Background: an optimization exercise with open tools, aiming at small area, a short achievable clock period and few clock cycles per item. Do not read the settings as production practice.
Function was checked by simulation only, so behaviour that the tests miss may differ from the original.

--- flow/config.mk ---
export PLATFORM = sky130hd
export DESIGN_NAME = cordic_atan2
export DESIGN_NICKNAME = cordic_atan2
export VERILOG_FILES = /design/flow/design.v
export SDC_FILE = /design/flow/constraint.sdc
export NUM_CORES = 4
export LEC_CHECK = 0
export ABC_AREA = 1
export CAP_MARGIN = 20
export CORE_MARGIN = 2
export CORE_UTILIZATION = 40
export CTS_CLUSTER_DIAMETER = 110
export CTS_CLUSTER_SIZE = 28
export SLEW_MARGIN = 20
--- flow/constraint.sdc ---
create_clock -name core_clock -period 10.0 [get_ports {clk}]
set_input_delay 2.0000 -clock core_clock [delete_from_list [all_inputs] [get_ports {clk}]]
set_output_delay 2.0000 -clock core_clock [all_outputs]
set_load 0.01 [all_outputs]
--- flow/design.v ---
package cordic_pkg;
    typedef enum logic [1:0] {
        IDLE,
        ITER,
        SCALE,
        DONE
    } state_e;
    localparam logic signed [31:0] PI     = 32'sh0003_243F;
    localparam logic signed [31:0] TWO_PI = 32'sh0006_487F;
    localparam logic        [31:0] K_INV  = 32'h0000_9B75;
    function automatic logic [31:0] atan_lut(input logic [3:0] idx);
        logic [31:0] val;
        case (idx)
            4'd0:    val = 32'h0000_C910;
            4'd1:    val = 32'h0000_76B2;
            4'd2:    val = 32'h0000_3EB7;
            4'd3:    val = 32'h0000_1FD6;
            4'd4:    val = 32'h0000_0FFB;
            4'd5:    val = 32'h0000_07FF;
            4'd6:    val = 32'h0000_0400;
            4'd7:    val = 32'h0000_0200;
            4'd8:    val = 32'h0000_0100;
            4'd9:    val = 32'h0000_0080;
            4'd10:   val = 32'h0000_0040;
            4'd11:   val = 32'h0000_0020;
            4'd12:   val = 32'h0000_0010;
            4'd13:   val = 32'h0000_0008;
            4'd14:   val = 32'h0000_0004;
            default: val = 32'h0000_0002;
        endcase
        atan_lut = val;
    endfunction
endpackage
module cordic_vec_stage #(
    parameter int IW = 34
) (
    input  logic signed [IW-1:0] x_in,
    input  logic signed [IW-1:0] y_in,
    input  logic signed [IW-1:0] z_in,
    input  logic        [3:0]    shift,
    input  logic signed [IW-1:0] atan_i,
    output logic signed [IW-1:0] x_out,
    output logic signed [IW-1:0] y_out,
    output logic signed [IW-1:0] z_out
);
    logic signed [IW-1:0] x_sh;
    logic signed [IW-1:0] y_sh;
    always_comb begin
        x_sh = x_in >>> shift;
        y_sh = y_in >>> shift;
        if (!y_in[IW-1]) begin
            x_out = x_in + y_sh;
            y_out = y_in - x_sh;
            z_out = z_in + atan_i;
        end else begin
            x_out = x_in - y_sh;
            y_out = y_in + x_sh;
            z_out = z_in - atan_i;
        end
    end
endmodule
module cordic_atan2 (
    input  logic        clk,
    input  logic        rst,
    input  logic        in_valid,
    output logic        in_ready,
    input  logic [31:0] in_x,
    input  logic [31:0] in_y,
    output logic        out_valid,
    input  logic        out_ready,
    output logic [31:0] out_angle,
    output logic [31:0] out_mag,
    output logic        out_zero
);
    logic run_q, sv_q;
    wire  adv = ~sv_q;
    wire        fd_f  = in_x[31];
    wire        fd_sy = in_y[31];
    wire [31:0] fd_xo, fd_yo;   
    assign fd_xo[0] = 1'b0;
    assign fd_yo[0] = 1'b0;
    for (genvar k = 1; k < 32; k++) begin : g_fold
        assign fd_xo[k] = |in_x[k-1:0];
        assign fd_yo[k] = |in_y[k-1:0];
    end
    wire [32:0] fd_x = {1'b0, in_x ^ (fd_xo & {32{fd_f}})};
    wire        fd_ynz = fd_yo[31] | in_y[31];
    wire [32:0] fd_y0 = {in_y[31] ^ (fd_f & fd_ynz), in_y ^ (fd_yo & {32{fd_f}})};
    logic [32:0] r0_x;
    logic [32:0] r0_y;
    logic [0:0] r0_f;
    logic [0:0] r0_sy;
    logic r0_v;
    always_ff @(posedge clk) begin
        if (adv) begin
            r0_x <= fd_x;
            r0_y <= fd_y0;
            r0_f <= fd_f;
            r0_sy <= fd_sy;
        end
    end
    always_ff @(posedge clk) begin
        if (rst) r0_v <= 1'b0;
        else if (adv) r0_v <= in_valid;
    end
    wire i0_d = ~r0_y[32];   
    wire [32:0] i0_x = r0_x + (r0_y[32:0] ^ {33{~i0_d}}) + {32'b0, ~i0_d};
    wire [33:0] i0_y = {{1{r0_y[32]}}, r0_y} + ({1'b0, r0_x[32:0]} ^ {34{i0_d}}) + {33'b0, i0_d};
    logic [32:0] r1_x;
    logic [0:0] r1_f;
    logic [0:0] r1_sy;
    logic [33:0] r1_y;
    logic [0:0] r1_b0;
    logic r1_v;
    always_ff @(posedge clk) begin
        if (adv) begin
            r1_x <= i0_x;
            r1_f <= r0_f;
            r1_sy <= r0_sy;
            r1_y <= i0_y;
            r1_b0 <= i0_d;
        end
    end
    always_ff @(posedge clk) begin
        if (rst) r1_v <= 1'b0;
        else if (adv) r1_v <= r0_v;
    end
    wire i1_d = ~r1_y[33];   
    wire [32:0] i1_ysh = r1_y[33:1];
    wire [32:0] i1_x = r1_x + (i1_ysh[32:0] ^ {33{~i1_d}}) + {32'b0, ~i1_d};
    wire [32:0] i1_y = r1_y[32:0] + ({1'b0, r1_x[32:1]} ^ {33{i1_d}}) + {32'b0, i1_d};
    logic [32:0] r2_x;
    logic [0:0] r2_f;
    logic [0:0] r2_sy;
    logic [0:0] r2_b0;
    logic [32:0] r2_y;
    logic [0:0] r2_b1;
    logic r2_v;
    always_ff @(posedge clk) begin
        if (adv) begin
            r2_x <= i1_x;
            r2_f <= r1_f;
            r2_sy <= r1_sy;
            r2_b0 <= r1_b0;
            r2_y <= i1_y;
            r2_b1 <= i1_d;
        end
    end
    always_ff @(posedge clk) begin
        if (rst) r2_v <= 1'b0;
        else if (adv) r2_v <= r1_v;
    end
    wire i2_d = ~r2_y[32];   
    wire [30:0] i2_ysh = r2_y[32:2];
    wire [31:0] i2_l = {1'b0, r2_x[30:0]} + ({i2_ysh[30], i2_ysh} ^ {32{~i2_d}}) + {31'b0, ~i2_d};
    wire [1:0] i2_h = r2_x[32:31];
    wire [1:0] i2_im;   
    assign i2_im[0] = 1'b1;
    for (genvar k = 1; k < 2; k++) begin : g_i2_hm
        assign i2_im[k] = &i2_h[k-1:0];
    end
    wire [32:0] i2_x = {i2_h ^ (i2_im & {2{i2_l[31]}}), i2_l[30:0]};
    wire [31:0] i2_y = r2_y[31:0] + ({1'b0, r2_x[32:2]} ^ {32{i2_d}}) + {31'b0, i2_d};
    logic [32:0] r3_x;
    logic [0:0] r3_f;
    logic [0:0] r3_sy;
    logic [0:0] r3_b0;
    logic [0:0] r3_b1;
    logic [31:0] r3_y;
    logic [0:0] r3_b2;
    logic r3_v;
    always_ff @(posedge clk) begin
        if (adv) begin
            r3_x <= i2_x;
            r3_f <= r2_f;
            r3_sy <= r2_sy;
            r3_b0 <= r2_b0;
            r3_b1 <= r2_b1;
            r3_y <= i2_y;
            r3_b2 <= i2_d;
        end
    end
    always_ff @(posedge clk) begin
        if (rst) r3_v <= 1'b0;
        else if (adv) r3_v <= r2_v;
    end
    wire i3_d = ~r3_y[31];   
    wire [28:0] i3_ysh = r3_y[31:3];
    wire [29:0] i3_l = {1'b0, r3_x[28:0]} + ({i3_ysh[28], i3_ysh} ^ {30{~i3_d}}) + {29'b0, ~i3_d};
    wire [3:0] i3_h = r3_x[32:29];
    wire [3:0] i3_im;   
    assign i3_im[0] = 1'b1;
    for (genvar k = 1; k < 4; k++) begin : g_i3_hm
        assign i3_im[k] = &i3_h[k-1:0];
    end
    wire [32:0] i3_x = {i3_h ^ (i3_im & {4{i3_l[29]}}), i3_l[28:0]};
    wire [30:0] i3_y = r3_y[30:0] + ({1'b0, r3_x[32:3]} ^ {31{i3_d}}) + {30'b0, i3_d};
    logic [32:0] r4_x;
    logic [0:0] r4_f;
    logic [0:0] r4_sy;
    logic [0:0] r4_b0;
    logic [0:0] r4_b1;
    logic [0:0] r4_b2;
    logic [30:0] r4_y;
    logic [0:0] r4_b3;
    logic r4_v;
    always_ff @(posedge clk) begin
        if (adv) begin
            r4_x <= i3_x;
            r4_f <= r3_f;
            r4_sy <= r3_sy;
            r4_b0 <= r3_b0;
            r4_b1 <= r3_b1;
            r4_b2 <= r3_b2;
            r4_y <= i3_y;
            r4_b3 <= i3_d;
        end
    end
    always_ff @(posedge clk) begin
        if (rst) r4_v <= 1'b0;
        else if (adv) r4_v <= r3_v;
    end
    wire i4_d = ~r4_y[30];   
    wire [26:0] i4_ysh = r4_y[30:4];
    wire [27:0] i4_l = {1'b0, r4_x[26:0]} + ({i4_ysh[26], i4_ysh} ^ {28{~i4_d}}) + {27'b0, ~i4_d};
    wire [5:0] i4_h = r4_x[32:27];
    wire [5:0] i4_im;   
    assign i4_im[0] = 1'b1;
    for (genvar k = 1; k < 6; k++) begin : g_i4_hm
        assign i4_im[k] = &i4_h[k-1:0];
    end
    wire [32:0] i4_x = {i4_h ^ (i4_im & {6{i4_l[27]}}), i4_l[26:0]};
    wire [29:0] i4_y = r4_y[29:0] + ({1'b0, r4_x[32:4]} ^ {30{i4_d}}) + {29'b0, i4_d};
    logic [32:0] r5_x;
    logic [0:0] r5_f;
    logic [0:0] r5_sy;
    logic [0:0] r5_b0;
    logic [0:0] r5_b1;
    logic [0:0] r5_b2;
    logic [0:0] r5_b3;
    logic [29:0] r5_y;
    logic [0:0] r5_b4;
    logic r5_v;
    always_ff @(posedge clk) begin
        if (adv) begin
            r5_x <= i4_x;
            r5_f <= r4_f;
            r5_sy <= r4_sy;
            r5_b0 <= r4_b0;
            r5_b1 <= r4_b1;
            r5_b2 <= r4_b2;
            r5_b3 <= r4_b3;
            r5_y <= i4_y;
            r5_b4 <= i4_d;
        end
    end
    always_ff @(posedge clk) begin
        if (rst) r5_v <= 1'b0;
        else if (adv) r5_v <= r4_v;
    end
    wire i5_d = ~r5_y[29];   
    wire [24:0] i5_ysh = r5_y[29:5];
    wire [25:0] i5_l = {1'b0, r5_x[24:0]} + ({i5_ysh[24], i5_ysh} ^ {26{~i5_d}}) + {25'b0, ~i5_d};
    wire [7:0] i5_h = r5_x[32:25];
    wire [7:0] i5_im;   
    assign i5_im[0] = 1'b1;
    for (genvar k = 1; k < 8; k++) begin : g_i5_hm
        assign i5_im[k] = &i5_h[k-1:0];
    end
    wire [32:0] i5_x = {i5_h ^ (i5_im & {8{i5_l[25]}}), i5_l[24:0]};
    wire [28:0] i5_y = r5_y[28:0] + ({1'b0, r5_x[32:5]} ^ {29{i5_d}}) + {28'b0, i5_d};
    logic [32:0] r6_x;
    logic [0:0] r6_f;
    logic [0:0] r6_sy;
    logic [0:0] r6_b0;
    logic [0:0] r6_b1;
    logic [0:0] r6_b2;
    logic [0:0] r6_b3;
    logic [0:0] r6_b4;
    logic [28:0] r6_y;
    logic [0:0] r6_b5;
    logic r6_v;
    always_ff @(posedge clk) begin
        if (adv) begin
            r6_x <= i5_x;
            r6_f <= r5_f;
            r6_sy <= r5_sy;
            r6_b0 <= r5_b0;
            r6_b1 <= r5_b1;
            r6_b2 <= r5_b2;
            r6_b3 <= r5_b3;
            r6_b4 <= r5_b4;
            r6_y <= i5_y;
            r6_b5 <= i5_d;
        end
    end
    always_ff @(posedge clk) begin
        if (rst) r6_v <= 1'b0;
        else if (adv) r6_v <= r5_v;
    end
    wire i6_d = ~r6_y[28];   
    wire [22:0] i6_ysh = r6_y[28:6];
    wire [23:0] i6_l = {1'b0, r6_x[22:0]} + ({i6_ysh[22], i6_ysh} ^ {24{~i6_d}}) + {23'b0, ~i6_d};
    wire [9:0] i6_h = r6_x[32:23];
    wire [9:0] i6_im;   
    assign i6_im[0] = 1'b1;
    for (genvar k = 1; k < 10; k++) begin : g_i6_hm
        assign i6_im[k] = &i6_h[k-1:0];
    end
    wire [32:0] i6_x = {i6_h ^ (i6_im & {10{i6_l[23]}}), i6_l[22:0]};
    wire [27:0] i6_y = r6_y[27:0] + ({1'b0, r6_x[32:6]} ^ {28{i6_d}}) + {27'b0, i6_d};
    logic [32:0] r7_x;
    logic [0:0] r7_f;
    logic [0:0] r7_sy;
    logic [0:0] r7_b0;
    logic [0:0] r7_b1;
    logic [0:0] r7_b2;
    logic [0:0] r7_b3;
    logic [0:0] r7_b4;
    logic [0:0] r7_b5;
    logic [27:0] r7_y;
    logic [0:0] r7_b6;
    logic r7_v;
    always_ff @(posedge clk) begin
        if (adv) begin
            r7_x <= i6_x;
            r7_f <= r6_f;
            r7_sy <= r6_sy;
            r7_b0 <= r6_b0;
            r7_b1 <= r6_b1;
            r7_b2 <= r6_b2;
            r7_b3 <= r6_b3;
            r7_b4 <= r6_b4;
            r7_b5 <= r6_b5;
            r7_y <= i6_y;
            r7_b6 <= i6_d;
        end
    end
    always_ff @(posedge clk) begin
        if (rst) r7_v <= 1'b0;
        else if (adv) r7_v <= r6_v;
    end
    wire i7_d = ~r7_y[27];   
    wire [20:0] i7_ysh = r7_y[27:7];
    wire [21:0] i7_l = {1'b0, r7_x[20:0]} + ({i7_ysh[20], i7_ysh} ^ {22{~i7_d}}) + {21'b0, ~i7_d};
    wire [11:0] i7_h = r7_x[32:21];
    wire [11:0] i7_im;   
    assign i7_im[0] = 1'b1;
    for (genvar k = 1; k < 12; k++) begin : g_i7_hm
        assign i7_im[k] = &i7_h[k-1:0];
    end
    wire [32:0] i7_x = {i7_h ^ (i7_im & {12{i7_l[21]}}), i7_l[20:0]};
    wire [26:0] i7_y = r7_y[26:0] + ({1'b0, r7_x[32:7]} ^ {27{i7_d}}) + {26'b0, i7_d};
    logic [32:0] r8_x;
    logic [0:0] r8_f;
    logic [0:0] r8_sy;
    logic [0:0] r8_b0;
    logic [0:0] r8_b1;
    logic [0:0] r8_b2;
    logic [0:0] r8_b3;
    logic [0:0] r8_b4;
    logic [0:0] r8_b5;
    logic [0:0] r8_b6;
    logic [26:0] r8_y;
    logic [0:0] r8_b7;
    logic r8_v;
    always_ff @(posedge clk) begin
        if (adv) begin
            r8_x <= i7_x;
            r8_f <= r7_f;
            r8_sy <= r7_sy;
            r8_b0 <= r7_b0;
            r8_b1 <= r7_b1;
            r8_b2 <= r7_b2;
            r8_b3 <= r7_b3;
            r8_b4 <= r7_b4;
            r8_b5 <= r7_b5;
            r8_b6 <= r7_b6;
            r8_y <= i7_y;
            r8_b7 <= i7_d;
        end
    end
    always_ff @(posedge clk) begin
        if (rst) r8_v <= 1'b0;
        else if (adv) r8_v <= r7_v;
    end
    wire i8_d = ~r8_y[26];   
    wire [18:0] i8_ysh = r8_y[26:8];
    wire [19:0] i8_l = {1'b0, r8_x[18:0]} + ({i8_ysh[18], i8_ysh} ^ {20{~i8_d}}) + {19'b0, ~i8_d};
    wire [13:0] i8_h = r8_x[32:19];
    wire [13:0] i8_im;   
    assign i8_im[0] = 1'b1;
    for (genvar k = 1; k < 14; k++) begin : g_i8_hm
        assign i8_im[k] = &i8_h[k-1:0];
    end
    wire [32:0] i8_x = {i8_h ^ (i8_im & {14{i8_l[19]}}), i8_l[18:0]};
    wire [25:0] i8_y = r8_y[25:0] + ({1'b0, r8_x[32:8]} ^ {26{i8_d}}) + {25'b0, i8_d};
    logic [32:0] r9_x;
    logic [0:0] r9_f;
    logic [0:0] r9_sy;
    logic [0:0] r9_b0;
    logic [0:0] r9_b1;
    logic [0:0] r9_b2;
    logic [0:0] r9_b3;
    logic [0:0] r9_b4;
    logic [0:0] r9_b5;
    logic [0:0] r9_b6;
    logic [0:0] r9_b7;
    logic [25:0] r9_y;
    logic [0:0] r9_b8;
    logic r9_v;
    always_ff @(posedge clk) begin
        if (adv) begin
            r9_x <= i8_x;
            r9_f <= r8_f;
            r9_sy <= r8_sy;
            r9_b0 <= r8_b0;
            r9_b1 <= r8_b1;
            r9_b2 <= r8_b2;
            r9_b3 <= r8_b3;
            r9_b4 <= r8_b4;
            r9_b5 <= r8_b5;
            r9_b6 <= r8_b6;
            r9_b7 <= r8_b7;
            r9_y <= i8_y;
            r9_b8 <= i8_d;
        end
    end
    always_ff @(posedge clk) begin
        if (rst) r9_v <= 1'b0;
        else if (adv) r9_v <= r8_v;
    end
    wire i9_d = ~r9_y[25];   
    wire [16:0] i9_ysh = r9_y[25:9];
    wire [17:0] i9_l = {1'b0, r9_x[16:0]} + ({i9_ysh[16], i9_ysh} ^ {18{~i9_d}}) + {17'b0, ~i9_d};
    wire [15:0] i9_h = r9_x[32:17];
    wire [15:0] i9_im;   
    assign i9_im[0] = 1'b1;
    for (genvar k = 1; k < 16; k++) begin : g_i9_hm
        assign i9_im[k] = &i9_h[k-1:0];
    end
    wire [32:0] i9_x = {i9_h ^ (i9_im & {16{i9_l[17]}}), i9_l[16:0]};
    wire [24:0] i9_y = r9_y[24:0] + ({1'b0, r9_x[32:9]} ^ {25{i9_d}}) + {24'b0, i9_d};
    logic [32:0] r10_x;
    logic [0:0] r10_f;
    logic [0:0] r10_sy;
    logic [0:0] r10_b0;
    logic [0:0] r10_b1;
    logic [0:0] r10_b2;
    logic [0:0] r10_b3;
    logic [0:0] r10_b4;
    logic [0:0] r10_b5;
    logic [0:0] r10_b6;
    logic [0:0] r10_b7;
    logic [0:0] r10_b8;
    logic [24:0] r10_y;
    logic [0:0] r10_b9;
    logic r10_v;
    always_ff @(posedge clk) begin
        if (adv) begin
            r10_x <= i9_x;
            r10_f <= r9_f;
            r10_sy <= r9_sy;
            r10_b0 <= r9_b0;
            r10_b1 <= r9_b1;
            r10_b2 <= r9_b2;
            r10_b3 <= r9_b3;
            r10_b4 <= r9_b4;
            r10_b5 <= r9_b5;
            r10_b6 <= r9_b6;
            r10_b7 <= r9_b7;
            r10_b8 <= r9_b8;
            r10_y <= i9_y;
            r10_b9 <= i9_d;
        end
    end
    always_ff @(posedge clk) begin
        if (rst) r10_v <= 1'b0;
        else if (adv) r10_v <= r9_v;
    end
    wire i10_d = ~r10_y[24];   
    wire [14:0] i10_ysh = r10_y[24:10];
    wire [15:0] i10_l = {1'b0, r10_x[14:0]} + ({i10_ysh[14], i10_ysh} ^ {16{~i10_d}}) + {15'b0, ~i10_d};
    wire [17:0] i10_h = r10_x[32:15];
    wire [17:0] i10_im;   
    assign i10_im[0] = 1'b1;
    for (genvar k = 1; k < 18; k++) begin : g_i10_hm
        assign i10_im[k] = &i10_h[k-1:0];
    end
    wire [32:0] i10_x = {i10_h ^ (i10_im & {18{i10_l[15]}}), i10_l[14:0]};
    wire [23:0] i10_y = r10_y[23:0] + ({1'b0, r10_x[32:10]} ^ {24{i10_d}}) + {23'b0, i10_d};
    logic [32:0] r11_x;
    logic [0:0] r11_f;
    logic [0:0] r11_sy;
    logic [0:0] r11_b0;
    logic [0:0] r11_b1;
    logic [0:0] r11_b2;
    logic [0:0] r11_b3;
    logic [0:0] r11_b4;
    logic [0:0] r11_b5;
    logic [0:0] r11_b6;
    logic [0:0] r11_b7;
    logic [0:0] r11_b8;
    logic [0:0] r11_b9;
    logic [23:0] r11_y;
    logic [0:0] r11_b10;
    logic r11_v;
    always_ff @(posedge clk) begin
        if (adv) begin
            r11_x <= i10_x;
            r11_f <= r10_f;
            r11_sy <= r10_sy;
            r11_b0 <= r10_b0;
            r11_b1 <= r10_b1;
            r11_b2 <= r10_b2;
            r11_b3 <= r10_b3;
            r11_b4 <= r10_b4;
            r11_b5 <= r10_b5;
            r11_b6 <= r10_b6;
            r11_b7 <= r10_b7;
            r11_b8 <= r10_b8;
            r11_b9 <= r10_b9;
            r11_y <= i10_y;
            r11_b10 <= i10_d;
        end
    end
    always_ff @(posedge clk) begin
        if (rst) r11_v <= 1'b0;
        else if (adv) r11_v <= r10_v;
    end
    wire i11_d = ~r11_y[23];   
    wire [12:0] i11_ysh = r11_y[23:11];
    wire [13:0] i11_l = {1'b0, r11_x[12:0]} + ({i11_ysh[12], i11_ysh} ^ {14{~i11_d}}) + {13'b0, ~i11_d};
    wire [19:0] i11_h = r11_x[32:13];
    wire [19:0] i11_im;   
    assign i11_im[0] = 1'b1;
    for (genvar k = 1; k < 20; k++) begin : g_i11_hm
        assign i11_im[k] = &i11_h[k-1:0];
    end
    wire [32:0] i11_x = {i11_h ^ (i11_im & {20{i11_l[13]}}), i11_l[12:0]};
    wire [22:0] i11_y = r11_y[22:0] + ({1'b0, r11_x[32:11]} ^ {23{i11_d}}) + {22'b0, i11_d};
    logic [32:0] r12_x;
    logic [0:0] r12_f;
    logic [0:0] r12_sy;
    logic [0:0] r12_b0;
    logic [0:0] r12_b1;
    logic [0:0] r12_b2;
    logic [0:0] r12_b3;
    logic [0:0] r12_b4;
    logic [0:0] r12_b5;
    logic [0:0] r12_b6;
    logic [0:0] r12_b7;
    logic [0:0] r12_b8;
    logic [0:0] r12_b9;
    logic [0:0] r12_b10;
    logic [22:0] r12_y;
    logic [0:0] r12_b11;
    logic r12_v;
    always_ff @(posedge clk) begin
        if (adv) begin
            r12_x <= i11_x;
            r12_f <= r11_f;
            r12_sy <= r11_sy;
            r12_b0 <= r11_b0;
            r12_b1 <= r11_b1;
            r12_b2 <= r11_b2;
            r12_b3 <= r11_b3;
            r12_b4 <= r11_b4;
            r12_b5 <= r11_b5;
            r12_b6 <= r11_b6;
            r12_b7 <= r11_b7;
            r12_b8 <= r11_b8;
            r12_b9 <= r11_b9;
            r12_b10 <= r11_b10;
            r12_y <= i11_y;
            r12_b11 <= i11_d;
        end
    end
    always_ff @(posedge clk) begin
        if (rst) r12_v <= 1'b0;
        else if (adv) r12_v <= r11_v;
    end
    wire i12_d = ~r12_y[22];   
    wire [10:0] i12_ysh = r12_y[22:12];
    wire [11:0] i12_l = {1'b0, r12_x[10:0]} + ({i12_ysh[10], i12_ysh} ^ {12{~i12_d}}) + {11'b0, ~i12_d};
    wire [21:0] i12_h = r12_x[32:11];
    wire [21:0] i12_im;   
    assign i12_im[0] = 1'b1;
    for (genvar k = 1; k < 22; k++) begin : g_i12_hm
        assign i12_im[k] = &i12_h[k-1:0];
    end
    wire [32:0] i12_x = {i12_h ^ (i12_im & {22{i12_l[11]}}), i12_l[10:0]};
    wire [21:0] i12_y = r12_y[21:0] + ({1'b0, r12_x[32:12]} ^ {22{i12_d}}) + {21'b0, i12_d};
    logic [32:0] r13_x;
    logic [0:0] r13_f;
    logic [0:0] r13_sy;
    logic [0:0] r13_b0;
    logic [0:0] r13_b1;
    logic [0:0] r13_b2;
    logic [0:0] r13_b3;
    logic [0:0] r13_b4;
    logic [0:0] r13_b5;
    logic [0:0] r13_b6;
    logic [0:0] r13_b7;
    logic [0:0] r13_b8;
    logic [0:0] r13_b9;
    logic [0:0] r13_b10;
    logic [0:0] r13_b11;
    logic [21:0] r13_y;
    logic [0:0] r13_b12;
    logic r13_v;
    always_ff @(posedge clk) begin
        if (adv) begin
            r13_x <= i12_x;
            r13_f <= r12_f;
            r13_sy <= r12_sy;
            r13_b0 <= r12_b0;
            r13_b1 <= r12_b1;
            r13_b2 <= r12_b2;
            r13_b3 <= r12_b3;
            r13_b4 <= r12_b4;
            r13_b5 <= r12_b5;
            r13_b6 <= r12_b6;
            r13_b7 <= r12_b7;
            r13_b8 <= r12_b8;
            r13_b9 <= r12_b9;
            r13_b10 <= r12_b10;
            r13_b11 <= r12_b11;
            r13_y <= i12_y;
            r13_b12 <= i12_d;
        end
    end
    always_ff @(posedge clk) begin
        if (rst) r13_v <= 1'b0;
        else if (adv) r13_v <= r12_v;
    end
    wire i13_d = ~r13_y[21];   
    wire [8:0] i13_ysh = r13_y[21:13];
    wire [9:0] i13_l = {1'b0, r13_x[8:0]} + ({i13_ysh[8], i13_ysh} ^ {10{~i13_d}}) + {9'b0, ~i13_d};
    wire [23:0] i13_h = r13_x[32:9];
    wire [23:0] i13_im;   
    assign i13_im[0] = 1'b1;
    for (genvar k = 1; k < 24; k++) begin : g_i13_hm
        assign i13_im[k] = &i13_h[k-1:0];
    end
    wire [32:0] i13_x = {i13_h ^ (i13_im & {24{i13_l[9]}}), i13_l[8:0]};
    wire [20:0] i13_y = r13_y[20:0] + ({1'b0, r13_x[32:13]} ^ {21{i13_d}}) + {20'b0, i13_d};
    logic [32:0] r14_x;
    logic [0:0] r14_f;
    logic [0:0] r14_sy;
    logic [0:0] r14_b0;
    logic [0:0] r14_b1;
    logic [0:0] r14_b2;
    logic [0:0] r14_b3;
    logic [0:0] r14_b4;
    logic [0:0] r14_b5;
    logic [0:0] r14_b6;
    logic [0:0] r14_b7;
    logic [0:0] r14_b8;
    logic [0:0] r14_b9;
    logic [0:0] r14_b10;
    logic [0:0] r14_b11;
    logic [0:0] r14_b12;
    logic [20:0] r14_y;
    logic [0:0] r14_b13;
    logic r14_v;
    always_ff @(posedge clk) begin
        if (adv) begin
            r14_x <= i13_x;
            r14_f <= r13_f;
            r14_sy <= r13_sy;
            r14_b0 <= r13_b0;
            r14_b1 <= r13_b1;
            r14_b2 <= r13_b2;
            r14_b3 <= r13_b3;
            r14_b4 <= r13_b4;
            r14_b5 <= r13_b5;
            r14_b6 <= r13_b6;
            r14_b7 <= r13_b7;
            r14_b8 <= r13_b8;
            r14_b9 <= r13_b9;
            r14_b10 <= r13_b10;
            r14_b11 <= r13_b11;
            r14_b12 <= r13_b12;
            r14_y <= i13_y;
            r14_b13 <= i13_d;
        end
    end
    always_ff @(posedge clk) begin
        if (rst) r14_v <= 1'b0;
        else if (adv) r14_v <= r13_v;
    end
    wire i14_d = ~r14_y[20];   
    wire [6:0] i14_ysh = r14_y[20:14];
    wire [7:0] i14_l = {1'b0, r14_x[6:0]} + ({i14_ysh[6], i14_ysh} ^ {8{~i14_d}}) + {7'b0, ~i14_d};
    wire [25:0] i14_h = r14_x[32:7];
    wire [25:0] i14_im;   
    assign i14_im[0] = 1'b1;
    for (genvar k = 1; k < 26; k++) begin : g_i14_hm
        assign i14_im[k] = &i14_h[k-1:0];
    end
    wire [32:0] i14_x = {i14_h ^ (i14_im & {26{i14_l[7]}}), i14_l[6:0]};
    wire [19:0] i14_y = r14_y[19:0] + ({1'b0, r14_x[32:14]} ^ {20{i14_d}}) + {19'b0, i14_d};
    logic [32:0] r15_x;
    logic [0:0] r15_f;
    logic [0:0] r15_sy;
    logic [0:0] r15_b0;
    logic [0:0] r15_b1;
    logic [0:0] r15_b2;
    logic [0:0] r15_b3;
    logic [0:0] r15_b4;
    logic [0:0] r15_b5;
    logic [0:0] r15_b6;
    logic [0:0] r15_b7;
    logic [0:0] r15_b8;
    logic [0:0] r15_b9;
    logic [0:0] r15_b10;
    logic [0:0] r15_b11;
    logic [0:0] r15_b12;
    logic [0:0] r15_b13;
    logic [19:0] r15_y;
    logic [0:0] r15_b14;
    logic r15_v;
    always_ff @(posedge clk) begin
        if (adv) begin
            r15_x <= i14_x;
            r15_f <= r14_f;
            r15_sy <= r14_sy;
            r15_b0 <= r14_b0;
            r15_b1 <= r14_b1;
            r15_b2 <= r14_b2;
            r15_b3 <= r14_b3;
            r15_b4 <= r14_b4;
            r15_b5 <= r14_b5;
            r15_b6 <= r14_b6;
            r15_b7 <= r14_b7;
            r15_b8 <= r14_b8;
            r15_b9 <= r14_b9;
            r15_b10 <= r14_b10;
            r15_b11 <= r14_b11;
            r15_b12 <= r14_b12;
            r15_b13 <= r14_b13;
            r15_y <= i14_y;
            r15_b14 <= i14_d;
        end
    end
    always_ff @(posedge clk) begin
        if (rst) r15_v <= 1'b0;
        else if (adv) r15_v <= r14_v;
    end
    wire i15_d = ~r15_y[19];   
    wire [4:0] i15_ysh = r15_y[19:15];
    wire [5:0] i15_l = {1'b0, r15_x[4:0]} + ({i15_ysh[4], i15_ysh} ^ {6{~i15_d}}) + {5'b0, ~i15_d};
    wire [27:0] i15_h = r15_x[32:5];
    wire [27:0] i15_im;   
    assign i15_im[0] = 1'b1;
    for (genvar k = 1; k < 28; k++) begin : g_i15_hm
        assign i15_im[k] = &i15_h[k-1:0];
    end
    wire [32:0] i15_x = {i15_h ^ (i15_im & {28{i15_l[5]}}), i15_l[4:0]};
    wire [2:0] ts_ta_s = {r15_b2, r15_b1, r15_b0};
    wire [19:0] ts_ta =
        ({20{ts_ta_s == 3'd0}} & 20'he41b9) |
        ({20{ts_ta_s == 3'd1}} & 20'hfd3d9) |
        ({20{ts_ta_s == 3'd2}} & 20'hf2f1d) |
        ({20{ts_ta_s == 3'd3}} & 20'hc13d) |
        ({20{ts_ta_s == 3'd4}} & 20'hebf27) |
        ({20{ts_ta_s == 3'd5}} & 20'h5147) |
        ({20{ts_ta_s == 3'd6}} & 20'hfac8b) |
        ({20{ts_ta_s == 3'd7}} & 20'h13eab);
    wire [2:0] ts_tb_s = {r15_b5, r15_b4, r15_b3};
    wire [19:0] ts_tb =
        ({20{ts_tb_s == 3'd0}} & 20'h0) |
        ({20{ts_tb_s == 3'd1}} & 20'h3fac) |
        ({20{ts_tb_s == 3'd2}} & 20'h1ff6) |
        ({20{ts_tb_s == 3'd3}} & 20'h5fa2) |
        ({20{ts_tb_s == 3'd4}} & 20'hffe) |
        ({20{ts_tb_s == 3'd5}} & 20'h4faa) |
        ({20{ts_tb_s == 3'd6}} & 20'h2ff4) |
        ({20{ts_tb_s == 3'd7}} & 20'h6fa0);
    wire [19:0] ts_sum = ts_ta + ts_tb;
    logic [32:0] r16_x;
    logic [0:0] r16_f;
    logic [0:0] r16_sy;
    logic [0:0] r16_b6;
    logic [0:0] r16_b7;
    logic [0:0] r16_b8;
    logic [0:0] r16_b9;
    logic [0:0] r16_b10;
    logic [0:0] r16_b11;
    logic [0:0] r16_b12;
    logic [0:0] r16_b13;
    logic [0:0] r16_b14;
    logic [0:0] r16_b15;
    logic [19:0] r16_tsum;
    logic r16_v;
    always_ff @(posedge clk) begin
        if (adv) begin
            r16_x <= i15_x;
            r16_f <= r15_f;
            r16_sy <= r15_sy;
            r16_b6 <= r15_b6;
            r16_b7 <= r15_b7;
            r16_b8 <= r15_b8;
            r16_b9 <= r15_b9;
            r16_b10 <= r15_b10;
            r16_b11 <= r15_b11;
            r16_b12 <= r15_b12;
            r16_b13 <= r15_b13;
            r16_b14 <= r15_b14;
            r16_b15 <= i15_d;
            r16_tsum <= ts_sum;
        end
    end
    always_ff @(posedge clk) begin
        if (rst) r16_v <= 1'b0;
        else if (adv) r16_v <= r15_v;
    end
    wire m1_zero = (r16_x == 33'd0);
    wire [48:0] m1_t15_u = {16'b0, r16_x};
    wire [48:0] m1_t15 = {m1_t15_u[33:0], 15'd32767};
    wire [48:0] m1_t13_u = {16'b0, r16_x};
    wire [48:0] m1_t13 = {m1_t13_u[35:0], 13'd1169};
    wire [48:0] m1_t10_u = {{16{1'b1}}, ~r16_x};
    wire [48:0] m1_t10 = {m1_t10_u[38:0], 10'd0};
    wire [48:0] m1_t7_u = {{16{1'b1}}, ~r16_x};
    wire [48:0] m1_t7 = {m1_t7_u[41:0], 7'd0};
    wire [48:0] m1_t4_u = {{16{1'b1}}, ~r16_x};
    wire [48:0] m1_t4 = {m1_t4_u[44:0], 4'd0};
    wire [48:0] m1_t2_u = {16'b0, r16_x};
    wire [48:0] m1_t2 = {m1_t2_u[46:0], 2'd0};
    wire [48:0] m1_t0_u = {16'b0, r16_x};
    wire [48:0] m1_t0 = m1_t0_u;
    wire [48:0] m1_mc_l0_0_s = m1_t15 ^ m1_t13 ^ m1_t10;
    wire [48:0] m1_mc_l0_0_m = (m1_t15 & m1_t13) | (m1_t15 & m1_t10) | (m1_t13 & m1_t10);
    wire [48:0] m1_mc_l0_0_c = {m1_mc_l0_0_m[47:0], 1'b0};
    wire [48:0] m1_mc_l0_1_s = m1_t7 ^ m1_t4 ^ m1_t2;
    wire [48:0] m1_mc_l0_1_m = (m1_t7 & m1_t4) | (m1_t7 & m1_t2) | (m1_t4 & m1_t2);
    wire [48:0] m1_mc_l0_1_c = {m1_mc_l0_1_m[47:0], 1'b0};
    wire [48:0] m1_mc_l1_0_s = m1_mc_l0_0_s ^ m1_mc_l0_0_c ^ m1_mc_l0_1_s;
    wire [48:0] m1_mc_l1_0_m = (m1_mc_l0_0_s & m1_mc_l0_0_c) | (m1_mc_l0_0_s & m1_mc_l0_1_s) | (m1_mc_l0_0_c & m1_mc_l0_1_s);
    wire [48:0] m1_mc_l1_0_c = {m1_mc_l1_0_m[47:0], 1'b0};
    wire [48:0] m1_mc_l2_0_s = m1_mc_l1_0_s ^ m1_mc_l1_0_c ^ m1_mc_l0_1_c;
    wire [48:0] m1_mc_l2_0_m = (m1_mc_l1_0_s & m1_mc_l1_0_c) | (m1_mc_l1_0_s & m1_mc_l0_1_c) | (m1_mc_l1_0_c & m1_mc_l0_1_c);
    wire [48:0] m1_mc_l2_0_c = {m1_mc_l2_0_m[47:0], 1'b0};
    wire [48:0] m1_mc_l3_0_s = m1_mc_l2_0_s ^ m1_mc_l2_0_c ^ m1_t0;
    wire [48:0] m1_mc_l3_0_m = (m1_mc_l2_0_s & m1_mc_l2_0_c) | (m1_mc_l2_0_s & m1_t0) | (m1_mc_l2_0_c & m1_t0);
    wire [48:0] m1_mc_l3_0_c = {m1_mc_l3_0_m[47:0], 1'b0};
    wire [19:0] m1_zlo = {8'b0, r16_b6, r16_b7, r16_b8, r16_b9, r16_b10, r16_b11, r16_b12, r16_b13, r16_b14, r16_b15, 2'b00};
    wire [19:0] m1_theta = r16_tsum + m1_zlo;
    wire m1_pos = ~m1_theta[19] & (|m1_theta);   
    logic [48:0] r17_ms;
    logic [48:0] r17_mc;
    logic [19:0] r17_theta;
    logic [0:0] r17_pos;
    logic [0:0] r17_zero;
    logic [0:0] r17_f;
    logic [0:0] r17_sy;
    logic r17_v;
    always_ff @(posedge clk) begin
        if (adv) begin
            r17_ms <= m1_mc_l3_0_s;
            r17_mc <= m1_mc_l3_0_c;
            r17_theta <= m1_theta;
            r17_pos <= m1_pos;
            r17_zero <= m1_zero;
            r17_f <= r16_f;
            r17_sy <= r16_sy;
        end
    end
    always_ff @(posedge clk) begin
        if (rst) r17_v <= 1'b0;
        else if (adv) r17_v <= r16_v;
    end
    wire [48:0] m2_s = r17_ms + r17_mc;
    wire        m2_sat = m2_s[48] | m2_s[47];
    wire [30:0] m2_mag = m2_sat ? 31'h7FFF_FFFF : m2_s[46:16];
    wire        m2_pos = r17_pos;
    logic [19:0] m2_off;
    always_comb begin
        if (!r17_f)            m2_off = 20'h0;
        else if (r17_sy) m2_off = m2_pos ? 20'hcdbc1 : 20'h32440;
        else              m2_off = m2_pos ? 20'hcdbc0 : 20'h3243f;
    end
    wire [19:0] m2_ang = r17_theta + m2_off;
    wire [31:0] m2_angle = r17_zero ? 32'h0 : {{12{m2_ang[19]}}, m2_ang};
    logic        ov_q;
    logic [31:0] oa_q, om_q, sa_q, sm_q;
    logic        oz_q, sz_q;
    wire push = adv & r17_v;
    wire pop  = ov_q & out_ready;
    logic ov_d, sv_d;
    always_comb begin
        if (ov_q & ~pop) begin
            ov_d = 1'b1;
            sv_d = sv_q | push;
        end else begin
            ov_d = sv_q | push;
            sv_d = 1'b0;
        end
    end
    always_ff @(posedge clk) begin
        if (rst) begin
            ov_q  <= 1'b0;
            sv_q  <= 1'b0;
            run_q <= 1'b1;
        end else begin
            ov_q  <= ov_d;
            sv_q  <= sv_d;
            run_q <= ~sv_d;
        end
    end
    always_ff @(posedge clk) begin
        if (~sv_q) begin
            sa_q <= m2_angle;
            sm_q <= {1'b0, m2_mag};
            sz_q <= r17_zero;
        end
    end
    logic [31:0] ha_q, hm_q;
    logic        hz_q;
    wire         load = out_ready | ~ov_q;
    wire [31:0]  na = sv_q ? sa_q : m2_angle;
    wire [31:0]  nm = sv_q ? sm_q : {1'b0, m2_mag};
    wire         nz = sv_q ? sz_q : r17_zero;
    always_ff @(posedge clk) begin
        ha_q <= load ? na : oa_q;
        hm_q <= load ? nm : om_q;
        hz_q <= load ? nz : oz_q;
    end
    always_ff @(posedge clk) begin
        oa_q <= load ? na : ha_q;
        om_q <= load ? nm : hm_q;
        oz_q <= load ? nz : hz_q;
    end
    assign in_ready  = run_q;
    assign out_valid = ov_q;
    assign out_angle = oa_q;
    assign out_mag   = om_q;
    assign out_zero  = oz_q;
endmodule
--- flow/flow/run.sh ---
#!/bin/bash
# Standard ORFS layout, with timing repair aimed at a tighter setup margin
# and faster buffers on the ports.
set -euo pipefail
bash standard.sh SETUP_SLACK_MARGIN=6.74 "BUFFER_PORTS_ARGS=-buffer_cell sky130_fd_sc_hd__buf_4" finish > make_finish.log 2>&1
--- flow/standard.sh ---
#!/bin/bash
# synth_recipe.tcl (not shown) runs the flow's synth.tcl, then flattens the netlist and writes it again
# the make line also repeats each setting of config.mk as NAME=value (left out here)
make -C /OpenROAD-flow-scripts/flow DESIGN_CONFIG=/design/flow/config.mk WORK_HOME=/design/flow/orfs CLKGATE_MAP_FILE= SYNTH_SCRIPT=/design/flow/synth_recipe.tcl "${@:-finish}"
==> results.toml, run 1 <==
[cells_and_area]
finalNonFillerCells = 14800
nets = 12400
layout-drive-gt1-share = 0.0592
design_area_um2 = 112000
synthToLayoutAreaGrowth_pct = 9.45
top_regs = "r17_mc x46, r17_ms x46, r1_y x34"

[routing]
route.vias.total = 77400
drt-pass1-iter-count = 7
post_drt_wl_per_cell_um = 20.3
drtAntennaViolNets = 0
wirelength_mm = 299
drcViolationCount = 0
viasPerCell = 5.25
drt_iter0_drc = 5331

[floorplan]
die_x_um = 509
initial_core_util = 0.402
chipHeight_um = 509
core.rowCount = 185
io-pin-count = 135
core_um2 = 254000
die_area_um2 = 259000

[worst_setup_path]
critPathCaptureType = "primary output"
path_buf_inv = 1
cp_slowest_stage_delay_ns = 0.38
cp_top_family = "flip-flops"
r2r_slack_ns = 6.78
crit_path_cell_trace = "buf_6"
slowest_stage = "dfxtp_4"
path_max_fanout = 2
crit_required_ns = 8.00
worst_ep_arrival_time_ns = 1.28
start_kind = "flip-flop"
path_class = "flip-flop to primary output"

[global_route]
grt_pass1_wl_mm = 455
grt_usage = 0.227
grt_pass1_vias = 77400
overflow = 0
grt_max_degree = 169
antenna_found_initial = 2

[job]
cap_violations = 0

[synthesis]
synth_top_area_share = 0.378
synthArstFlopShare = 0
synthCells = 11100
synth_cell_types = 63
ys_seq_elements = 1499
netlist_area_um2 = 102000
syn_avg_cell_area_um2 = 9.17
synth_top_area_cell = "edfxtp_1"
ys_seq_area_frac = 0.421
synth_area_leaders = "edfxtp_1 38%, ha_1 10%, nand2_1 8.8%"
yosysWarnings = 1
yosys-top-cells-count = "2376 x nand2_1, 1283 x edfxtp_1, 1102 x inv_1"
synthesis.nets = 12200
yosysMostFrequentCell = "nand2_1"
synthFlopType = "edfxtp_1"
synth-edff-count = 1283

[placed_design]
io_buffers = 134
place.gp.congestion = 0.963
dpl-instance-area_um2 = 107000
dp.cells = 14500
dp_hpwl_mm = 241

[sta]
hold_viol_final = 0
worst_pin_slew_ns = 0.989
finalCritPeriodShare = 0.328
tns_ns = 0
maxSlewViolCount = 0
slew_headroom = 0.335
rsz0062_at_grt = "true"
fmax_mhz = 305
finalCriticalPeriod_ns = 3.28
setup_viol = 0
worst_hold_slack_ns = 0.390
clock_skew_ns = 0.0638

[clocking]
cts_hold_buf = 0
cts_max_path_buffers = 3
clk_pin_slew_worst_paths_ns = 0.10
clock-sinks = 1499
clk_latency_ns = 0.81
cts_buffers = 80
htree_levels = 3
root_buffer = "clkbuf_16"
cts_tree = "built"

[run_status]
status = "timing/DRC/antenna clean"

[hold_path]
hold_class = "flip-flop to flip-flop"
==> per-stage QoR <==
stage / setup slack [ns] / utilization
final: 6.72 / 0.440
after global routing: 6.65 / 0.440
after CTS: 6.64 / 0.436
after detailed placement: 5.58 / 0.421
after global placement: 5.58 / 0.421
after floorplan: 5.78 / -
==> area by class of cell <==
type                            instances  area [µm²]
Antenna cell                            5        12.5
Clock buffer                           91        2060
Clock inverter                         49         805
Fill cell                           24600      142000
Inverter                             1117        4250
Multi-Input combinational cell       8356       54600
Sequential cell                      1499       43000
Tap cell                             3366        4210
Timing Repair Buffer                  266        2600
Timing Repair inverter                  1        16.3
==> metal layers <==
layer  global-route usage  share of wire  vias to the layer above
li1                     -              -                    38000
met1                0.277           0.42                    37100
met2                0.405           0.50                     1809
met3               0.0211          0.037                      499
met4               0.0955          0.049                        2
met5                    0       0.000043                        -
==> repair_timing <==
action | 4_1_cts | 5_1_grt
pin swaps | 3 | 22
cloned | 3 | 9
endpoints found under the setup margin | 842 | 436
setup buffers | 34 | 56
resized for setup | 188 | 117
==> worst paths after layout <==
| check | startpoint | cells past startpoint | endpoint |
|---|---|---|---|
| min reg2reg | r5_f | 0 | r6_f |
| max | om_q[30] | 1 | out_mag[30] |
| max reg2reg | r9_y[25] | 10 | r10_x[18] |
| min | r5_f | 0 | r6_f |
==> cells by family after synthesis <==
logic type,after synthesis,share of synthesized area
AND/OR/NAND/NOR,4050,0.166
flip-flops,1499,0.421
XOR/XNOR,1540,0.132
adder cells (fa/ha/maj),996,0.136
AO/OA/AOI/OAI,1764,0.0979
buffers and inverters,1259,0.0477
==> layout by cell type (no fill, tap or decap), types with 12 or more instances in the layout <==
master / count
a221oi_1: 13
nand3_2: 31
a21o_1: 99
o211ai_1: 28
dfxtp_2: 62
nor2_2: 16
a31oi_1: 84
buf_12: 12
a21oi_1: 830
nor4_1: 48
o21ai_1: 50
xor2_1: 895
a21oi_2: 15
nand4_1: 122
buf_6: 73
fa_1: 182
nor3_1: 131
inv_1: 1088
nand3_1: 407
o31ai_1: 13
o21bai_1: 65
buf_4: 170
nand2_1: 2373
nand3b_1: 21
o221ai_1: 13
ha_1: 807
dfxtp_1: 148
o21ai_0: 414
clkbuf_16: 85
xnor2_1: 641
and2_1: 19
or2_2: 28
inv_2: 21
o21ai_2: 18
a21boi_0: 27
o21a_1: 42
nor2_1: 811
edfxtp_1: 1283
Testbench counts, summed over its fixed seeds: cycles 664, items 512.
==> run 2, diff against run 1 <==
==> flow/flow/run.sh (replaced) <==
#!/bin/bash
# Standard ORFS layout, with timing repair aimed at a tighter setup margin
# and faster buffers on the ports.
set -euo pipefail
bash standard.sh SETUP_SLACK_MARGIN=6.8 "BUFFER_PORTS_ARGS=-buffer_cell sky130_fd_sc_hd__buf_4" finish > make_finish.log 2>&1
--- a/flow/config.mk
+++ b/flow/config.mk
@@ -9,6 +9,7 @@
 export CAP_MARGIN = 20
 export CORE_MARGIN = 2
 export CORE_UTILIZATION = 40
-export CTS_CLUSTER_DIAMETER = 110
-export CTS_CLUSTER_SIZE = 28
+export CTS_CLUSTER_DIAMETER = 100
+export CTS_CLUSTER_SIZE = 24
+export PLACE_DENSITY = 0.72
 export SLEW_MARGIN = 20
==> results.toml, run 2 <==
[sta]
fmax_mhz = 304
rsz0062_at_grt = "true"
finalCritPeriodShare = 0.329
setup_viol = 0
maxSlewViolCount = 0
slew_headroom = 0.327
worst_pin_slew_ns = 1.00
tns_ns = 0
finalCriticalPeriod_ns = 3.29
clock_skew_ns = 0.0763
hold_viol_final = 0

[worst_setup_path]
path_class = "flip-flop to primary output"
worst_ep_arrival_time_ns = 1.29
path_max_fanout = 2
rr_startpoint = "r16_x[14]"
critPathCaptureType = "primary output"
startpoint = "om_q[0]"
slowest_stage = "dfxtp_2"
cp_top_family = "flip-flops"
crit_path_cell_trace = "buf_6"
cp_slowest_stage_delay_ns = 0.36
start_kind = "flip-flop"
crit_required_ns = 8.00
path_buf_inv = 1

[synthesis]
syn_avg_cell_area_um2 = 9.17
ys_seq_area_frac = 0.421
synth_top_area_cell = "edfxtp_1"
synth_cell_types = 63
yosysWarnings = 1
synth_area_leaders = "edfxtp_1 38%, ha_1 10%, nand2_1 8.8%"
netlist_area_um2 = 102000
synthesis.nets = 12200
synthCells = 11100
yosysMostFrequentCell = "nand2_1"
synth-edff-count = 1283
ys_seq_elements = 1499
yosys-top-cells-count = "2376 x nand2_1, 1283 x edfxtp_1, 1102 x inv_1"
synth_top_area_share = 0.378
synthFlopType = "edfxtp_1"
synthArstFlopShare = 0

[routing]
drt-pass1-iter-count = 7
drcViolationCount = 0
wirelength_mm = 267
drtAntennaViolNets = 0
viasPerCell = 5.22
route.vias.total = 77200
drt_iter0_drc = 6404
post_drt_wl_per_cell_um = 18.1

[floorplan]
initial_core_util = 0.402
chipHeight_um = 509
core_um2 = 254000
die_area_um2 = 259000
die_x_um = 509
io-pin-count = 135
core.rowCount = 185

[cells_and_area]
layout_commonest_cell = "nand2_1"
synthToLayoutAreaGrowth_pct = 9.90
design_area_um2 = 112000
final_cell_mix = "2373 x nand2_1, 1283 x edfxtp_1, 1073 x inv_1, 892 x xor2_1, 832 x a21oi_1"
nets = 12400
top_regs = "r17_mc x46, r17_ms x46, r1_y x34"
finalNonFillerCells = 14800
layout-drive-gt1-share = 0.0643

[job]
cap_violations = 0

[placed_design]
dp.cells = 14500
dp_hpwl_mm = 209
place.gp.congestion = 0.962
dpl-instance-area_um2 = 107000
io_buffers = 134

[hold_path]
hold_class = "flip-flop to flip-flop"
min_from = "r3_sy"

[global_route]
grt_usage = 0.200
grt_max_degree = 272
overflow = 0
grt_pass1_wl_mm = 410
grt_pass1_vias = 73700
antenna_found_initial = 9

[run_status]
status = "timing/DRC/antenna clean"

[clocking]
cts_buffers = 86
cts_hold_buf = 0
cts_max_path_buffers = 3
clk_latency_ns = 0.80
clk_pin_slew_worst_paths_ns = 0.11
cts_tree = "built"
htree_levels = 3
clock-sinks = 1499
root_buffer = "clkbuf_16"
## run 2: metal layers
metal / up-vias / track usage / share of wire
met2: 2327 / 0.326 / 0.46
met3: 436 / 0.0336 / 0.068
met4: 4 / 0.0667 / 0.036
li1: 38100 / - / -
met1: 36300 / 0.268 / 0.44
met5: - / 0.00315 / 0.00074
## run 2: path summary, 6_finish.rpt
path	slack, ns	endpoint	depth (start not counted)
hold reg to reg	0.39	r4_sy	0
setup / recovery	6.71	out_mag[0]	1
setup reg to reg	6.72	r17_ms[27]	6
hold / removal	0.39	r4_sy	0
## run 2: stage by stage
stage          setup slack [ns]   util  hold WS (ns)
2_1_floorplan              5.78      -         0.400
3_3_place_gp               5.88  0.421         0.400
3_5_place_dp               5.92  0.421         0.405
4_1_cts                    6.63  0.437         0.404
5_1_grt                    6.64  0.441         0.412
6_report                   6.71  0.441         0.394
## run 2: area by class of cell
cell class / count / area, µm²
fillers: 24300 / 142000
multi-input cells: 8357 / 54600
flip-flops and latches: 1499 / 42900
inverters: 1117 / 4280
well taps: 3366 / 4210
repair buffers: 301 / 2890
clock buffers: 107 / 2300
clock inverters: 47 / 686
repair inverters: 1 / 11.3
diodes: 4 / 10.0
## run 2: what timing repair did
| item | 4_1_cts | 5_1_grt |
|---|---|---|
| endpoints found under the setup margin | 572 | 824 |
| resized for setup | 199 | 135 |
| gates cloned | 1 | 11 |
| buffers inserted | 63 | 60 |
| pin swaps | 6 | 53 |
| hold endpoints to repair | 0 | 0 |
## run 2: cells by family after synthesis
family / share of synthesized area
and+or+nand+nor: 0.166
AOI/OAI and AO/OA: 0.0979
xor gates and xnor gates: 0.132
DFF: 0.421
buffers and inverters: 0.0477
adders and majority gates: 0.136
==> run 3, diff against run 2 <==
--- a/flow/config.mk
+++ b/flow/config.mk
@@ -11,5 +11,4 @@
 export CORE_UTILIZATION = 40
 export CTS_CLUSTER_DIAMETER = 100
 export CTS_CLUSTER_SIZE = 24
-export PLACE_DENSITY = 0.72
 export SLEW_MARGIN = 20
==> results.toml, run 3 <==
[synthesis]
netlist_area_um2 = 102000
synth_cell_types = 63
synthFlopType = "edfxtp_1"
synth_area_leaders = "edfxtp_1 38%, ha_1 10%, nand2_1 8.8%"
synthArstFlopShare = 0
syn_avg_cell_area_um2 = 9.17
ys_seq_elements = 1499
synthesis.nets = 12200
yosysMostFrequentCell = "nand2_1"
yosys-top-cells-count = "2376 x nand2_1, 1283 x edfxtp_1, 1102 x inv_1"
synth_top_area_share = 0.378
synth_top_area_cell = "edfxtp_1"
synth-edff-count = 1283
synthCells = 11100
ys_seq_area_frac = 0.421
yosysWarnings = 1

[routing]
drcViolationCount = 0
drtAntennaViolNets = 0
viasPerCell = 5.24
post_drt_wl_per_cell_um = 20.2
drt-pass1-iter-count = 6
wirelength_mm = 299
drt_iter0_drc = 5332
route.vias.total = 77500

[sta]
maxSlewViolCount = 0
slew_headroom = 0.319
worst_pin_slew_ns = 1.02
rsz0062_at_grt = "true"
clock_skew_ns = 0.0733
finalCriticalPeriod_ns = 3.29
hold_viol_final = 0
tns_ns = 0
setup_viol = 0
finalCritPeriodShare = 0.329
fmax_mhz = 304

[floorplan]
core_um2 = 254000
die_area_um2 = 259000
chipHeight_um = 509
io-pin-count = 135
initial_core_util = 0.402
core.rowCount = 185
die_x_um = 509

[worst_setup_path]
path_max_fanout = 2
r2r_slack_ns = 6.88
critPathCaptureType = "primary output"
path_class = "flip-flop to primary output"
cp_slowest_stage_delay_ns = 0.37
path_buf_inv = 1
start_kind = "flip-flop"
worst_ep_arrival_time_ns = 1.29
slowest_stage = "dfxtp_4"
crit_path_cell_trace = "buf_6"
crit_required_ns = 8.00
cp_top_family = "flip-flops"

[clocking]
cts_buffers = 91
root_buffer = "clkbuf_16"
cts_hold_buf = 0
clk_latency_ns = 0.80
cts_tree = "built"
clk_pin_slew_worst_paths_ns = 0.10
clock-sinks = 1499
htree_levels = 3
cts_max_path_buffers = 3

[cells_and_area]
fill_cells = 24600
layout-drive-gt1-share = 0.0648
layout_commonest_cell = "nand2_1"
top_regs = "r17_mc x46, r17_ms x46, r1_y x34"
finalCoreUtilization = 0.442
final_cell_mix = "2369 x nand2_1, 1283 x edfxtp_1, 1081 x inv_1, 894 x xor2_1, 821 x a21oi_1"
nets = 12400
synthToLayoutAreaGrowth_pct = 10.0

[global_route]
overflow = 0
grt_pass1_vias = 77500
antenna_found_initial = 6
grt_max_degree = 169
grt_usage = 0.227
grt_pass1_wl_mm = 455

[placed_design]
io_buffers = 134
place.gp.congestion = 0.963
dp_hpwl_mm = 241

[hold_path]
hold_class = "flip-flop to flip-flop"

[run_status]
status = "timing/DRC/antenna clean"

[job]
cap_violations = 0
run 3: final timing paths:
kind         startpoint           to  cells after the start
max            om_q[22]  out_mag[22]                      1
min               r8_sy        r9_sy                      0
max reg2reg   r11_y[23]    r12_x[29]                      8
min reg2reg       r8_sy        r9_sy                      0
run 3: layout make-up:
cell class                      count  area [µm²]  share of cell area
Antenna cell                        7        17.5            0.000156
Clock buffer                      104        2390              0.0213
Clock inverter                     57         848             0.00757
Inverter                         1117        4260              0.0380
Multi-Input combinational cell   8356       54700               0.488
Sequential cell                  1499       43000               0.383
Tap cell                         3366        4210              0.0376
Timing Repair Buffer              275        2710              0.0242
Timing Repair inverter              1        16.3            0.000145
run 3: per-layer routing:
layer | vias up | GRT usage | share of wire
met5 | - | 0 | 0
met3 | 501 | 0.0216 | 0.038
li1 | 38000 | - | -
met4 | 0 | 0.0927 | 0.047
met1 | 37200 | 0.278 | 0.42
met2 | 1788 | 0.406 | 0.50
run 3: cells by family (layout without fill, tap and decap cells):
logic type | count (synthesis) | count (layout) | synth area share
and+or+nand+nor | 4050 | 4051 | 0.166
AOI/OAI and AO/OA | 1764 | 1769 | 0.0979
xor gates and xnor gates | 1540 | 1540 | 0.132
DFF | 1499 | 1499 | 0.421
buffers and inverters | 1259 | 1554 | 0.0477
adders and majority gates | 996 | 996 | 0.136
other | 0 | 7 | 0
run 3: timing repair:
item,CTS,global route
gates resized for setup,206,145
pin swaps,3,35
endpoints found under the setup margin,1111,728
cloned,3,10
setup buffers,43,55
run 3: metrics by stage:
step	instance area, µm²	std cells	worst slack, ns	hold WS [ns]
2_1_floorplan	102000	11100	5.78	0.400
3_3_place_gp	107000	14500	5.58	0.403
3_5_place_dp	107000	14500	5.58	0.405
4_1_cts	111000	14700	6.63	0.377
5_1_grt	112000	14800	6.64	0.395
6_report	112000	14800	6.71	0.380
==> run 4, diff against run 3 <==
--- a/flow/config.mk
+++ b/flow/config.mk
@@ -9,6 +9,7 @@
 export CAP_MARGIN = 20
 export CORE_MARGIN = 2
 export CORE_UTILIZATION = 40
+export CTS_BUF_LIST = sky130_fd_sc_hd__clkbuf_4 sky130_fd_sc_hd__clkbuf_8 sky130_fd_sc_hd__clkbuf_16
 export CTS_CLUSTER_DIAMETER = 100
 export CTS_CLUSTER_SIZE = 24
 export SLEW_MARGIN = 20
==> results.toml, run 4 <==
[run_status]
status = "timing/DRC/antenna clean"

[routing]
drt-pass1-iter-count = 5
m1WireLength_mm = 124
drt_iter0_drc = 5377
route.vias.total = 77500
top_layer = "met4"
post_drt_wl_per_cell_um = 20.2
wirelength_mm = 299
met2WireLength_mm = 149
dr_wl_met3_mm = 11.4
drtAntennaViolNets = 0
viasPerCell = 5.25
drcViolationCount = 0

[synthesis]
synthCells = 11100
ys_seq_area_frac = 0.421
yosysWarnings = 1
synth_area_leaders = "edfxtp_1 38%, ha_1 10%, nand2_1 8.8%"
netlist_area_um2 = 102000
synthesis.nets = 12200
synth_top_area_share = 0.378
syn_avg_cell_area_um2 = 9.17
ys_seq_elements = 1499
yosysMostFrequentCell = "nand2_1"
synth-edff-count = 1283
synthFlopType = "edfxtp_1"
synth_top_area_cell = "edfxtp_1"
synth_cell_types = 63
synthArstFlopShare = 0
yosys-top-cells-count = "2376 x nand2_1, 1283 x edfxtp_1, 1102 x inv_1"

[clocking]
htree_levels = 3
cts_buffers = 91
clk_latency_ns = 0.80
clk_pin_slew_worst_paths_ns = 0.10
cts_hold_buf = 0
clock-sinks = 1499
cts_max_path_buffers = 3
root_buffer = "clkbuf_16"
cts_tree = "built"

[floorplan]
die_x_um = 509
chipHeight_um = 509
core_um2 = 254000
io-pin-count = 135
initial_core_util = 0.402
die_area_um2 = 259000
core.rowCount = 185

[worst_setup_path]
path_class = "flip-flop to primary output"
cp_top_family = "flip-flops"
worst_ep_arrival_time_ns = 1.29
crit_required_ns = 8.00
critPathCaptureType = "primary output"
path_buf_inv = 1
crit_path_cell_trace = "buf_6"
start_kind = "flip-flop"
cp_slowest_stage_delay_ns = 0.37
path_max_fanout = 2
slowest_stage = "dfxtp_4"

[cells_and_area]
nets = 12400
finalCoreUtilization = 0.442
ff_latch_area_um2 = 43000
final_cell_mix = "2369 x nand2_1, 1283 x edfxtp_1, 1081 x inv_1, 894 x xor2_1, 821 x a21oi_1"
fill_cells = 24600
multi_input_area_um2 = 54700
layout_commonest_cell = "nand2_1"
layout-drive-gt1-share = 0.0656
finalNonFillerCells = 14800
top_regs = "r17_mc x46, r17_ms x46, r1_y x34"
synthToLayoutAreaGrowth_pct = 10.1

[global_route]
grt_max_degree = 169
overflow = 0
antenna_found_initial = 6
grt_usage = 0.227
grt_pass1_wl_mm = 455
grt_pass1_vias = 77500

[sta]
slew_headroom = 0.321
setup_viol = 0
finalCritPeriodShare = 0.329
maxSlewViolCount = 0
finalCriticalPeriod_ns = 3.29
worst_pin_slew_ns = 1.02
hold_viol_final = 0
clock_skew_ns = 0.0730
worst_hold_slack_ns = 0.380
fmax_mhz = 303
rsz0062_at_grt = "true"
tns_ns = 0

[hold_path]
hold_class = "flip-flop to flip-flop"

[placed_design]
dp_hpwl_mm = 241
place.gp.congestion = 0.963
io_buffers = 134
dp.cells = 14500

[job]
cap_violations = 0
==> run 4: cell count changes in the layout (fill, tap and decap cells not counted) <==
cell	delta
clkbuf_4	+9
clkbuf_1	-9
==> run 4: kinds of logic after synthesis <==
| kind of cell | Yosys count | share of synthesized area |
|---|---|---|
| and+or+nand+nor | 4050 | 0.166 |
| AOI/OAI and AO/OA | 1764 | 0.0979 |
| xor gates and xnor gates | 1540 | 0.132 |
| DFF | 1499 | 0.421 |
| buffers and inverters | 1259 | 0.0477 |
| adders and majority gates | 996 | 0.136 |
==> run 4: cell type report <==
| class | count | share of cell area |
|---|---|---|
| Inverter | 1117 | 0.0379 |
| Clock inverter | 57 | 0.00757 |
| Clock buffer | 104 | 0.0216 |
| Tap cell | 3366 | 0.0376 |
| Antenna cell | 7 | 0.000156 |
| Multi-Input combinational cell | 8356 | 0.488 |
| Timing Repair Buffer | 275 | 0.0241 |
| Timing Repair inverter | 1 | 0.000145 |
| Sequential cell | 1499 | 0.383 |
==> run 4: worst paths after layout <==
kind / start / endpoint / slack (ns) / cells after the start
worst max register to register: r11_y[23] / r12_x[29] / 6.86 / 8
worst min register to register: r8_sy / r9_sy / 0.38 / 0
worst min-delay path: r8_sy / r9_sy / 0.38 / 0
worst max-delay path: om_q[26] / out_mag[26] / 6.71 / 1
==> run 4: metrics by stage <==
stage	worst slack, ns	area, µm²
finish	6.71	112000
global route	6.64	112000
CTS	6.63	111000
detailed placement	5.58	107000
global placement	5.58	107000
floorplan	5.78	102000
==> run 4: layer usage <==
metal,global-route usage,up-vias
li1,-,38000
met1,0.278,37200
met2,0.406,1836
met3,0.0216,486
met4,0.0927,0
met5,0,-
==> run 4: timing repair <==
item / in CTS / in global routing
endpoints found under the hold margin: 0 / 0
pin swaps: 3 / 35
gates cloned: 3 / 10
gates resized for setup: 206 / 145
setup buffers: 43 / 55
endpoints found under the setup margin: 1111 / 728

## separate check: timing with driven ports
The flow's constraints put no driver on any port. The routed layouts listed below were extracted and timed again, unchanged, in two steps. Step 1 (the two cells are an assumption about what drives the block):
set clk [get_ports {clk}]
set_driving_cell -lib_cell sky130_fd_sc_hd__clkbuf_16 $clk
set_driving_cell -lib_cell sky130_fd_sc_hd__buf_2 [delete_from_list [all_inputs] $clk]
Step 2 adds t to the input delays and takes it off the output delays; t is the mean of the earliest and latest rising clock arrival at the registers after step 1. Input paths then give back, and output paths get back, about the clock's delay inside the block. Slacks: ideal ports / drivers / drivers and shift; pairs: ideal ports / drivers.
run | shift t [ns] | slack for setup (ns) | hold WS [ns] | cell pins on the clock port's net
run 1 | 0.889 | 6.717 / 6.610 / 6.047 | 0.390 / 0.390 / 0.390 | 1
run 2 | 0.865 | 6.712 / 6.607 / 6.137 | 0.394 / 0.394 / 0.394 | 1
run 3 | 0.869 | 6.706 / 6.607 / 6.140 | 0.380 / 0.380 / 0.380 | 1
run 4 | 0.869 | 6.705 / 6.606 / 6.140 | 0.380 / 0.380 / 0.380 | 1
After both steps setup and hold are still met in every run listed. For run 1, which loses most, drivers alone change the setup slack by -0.107 ns; drivers and shift together by -0.670 ns.
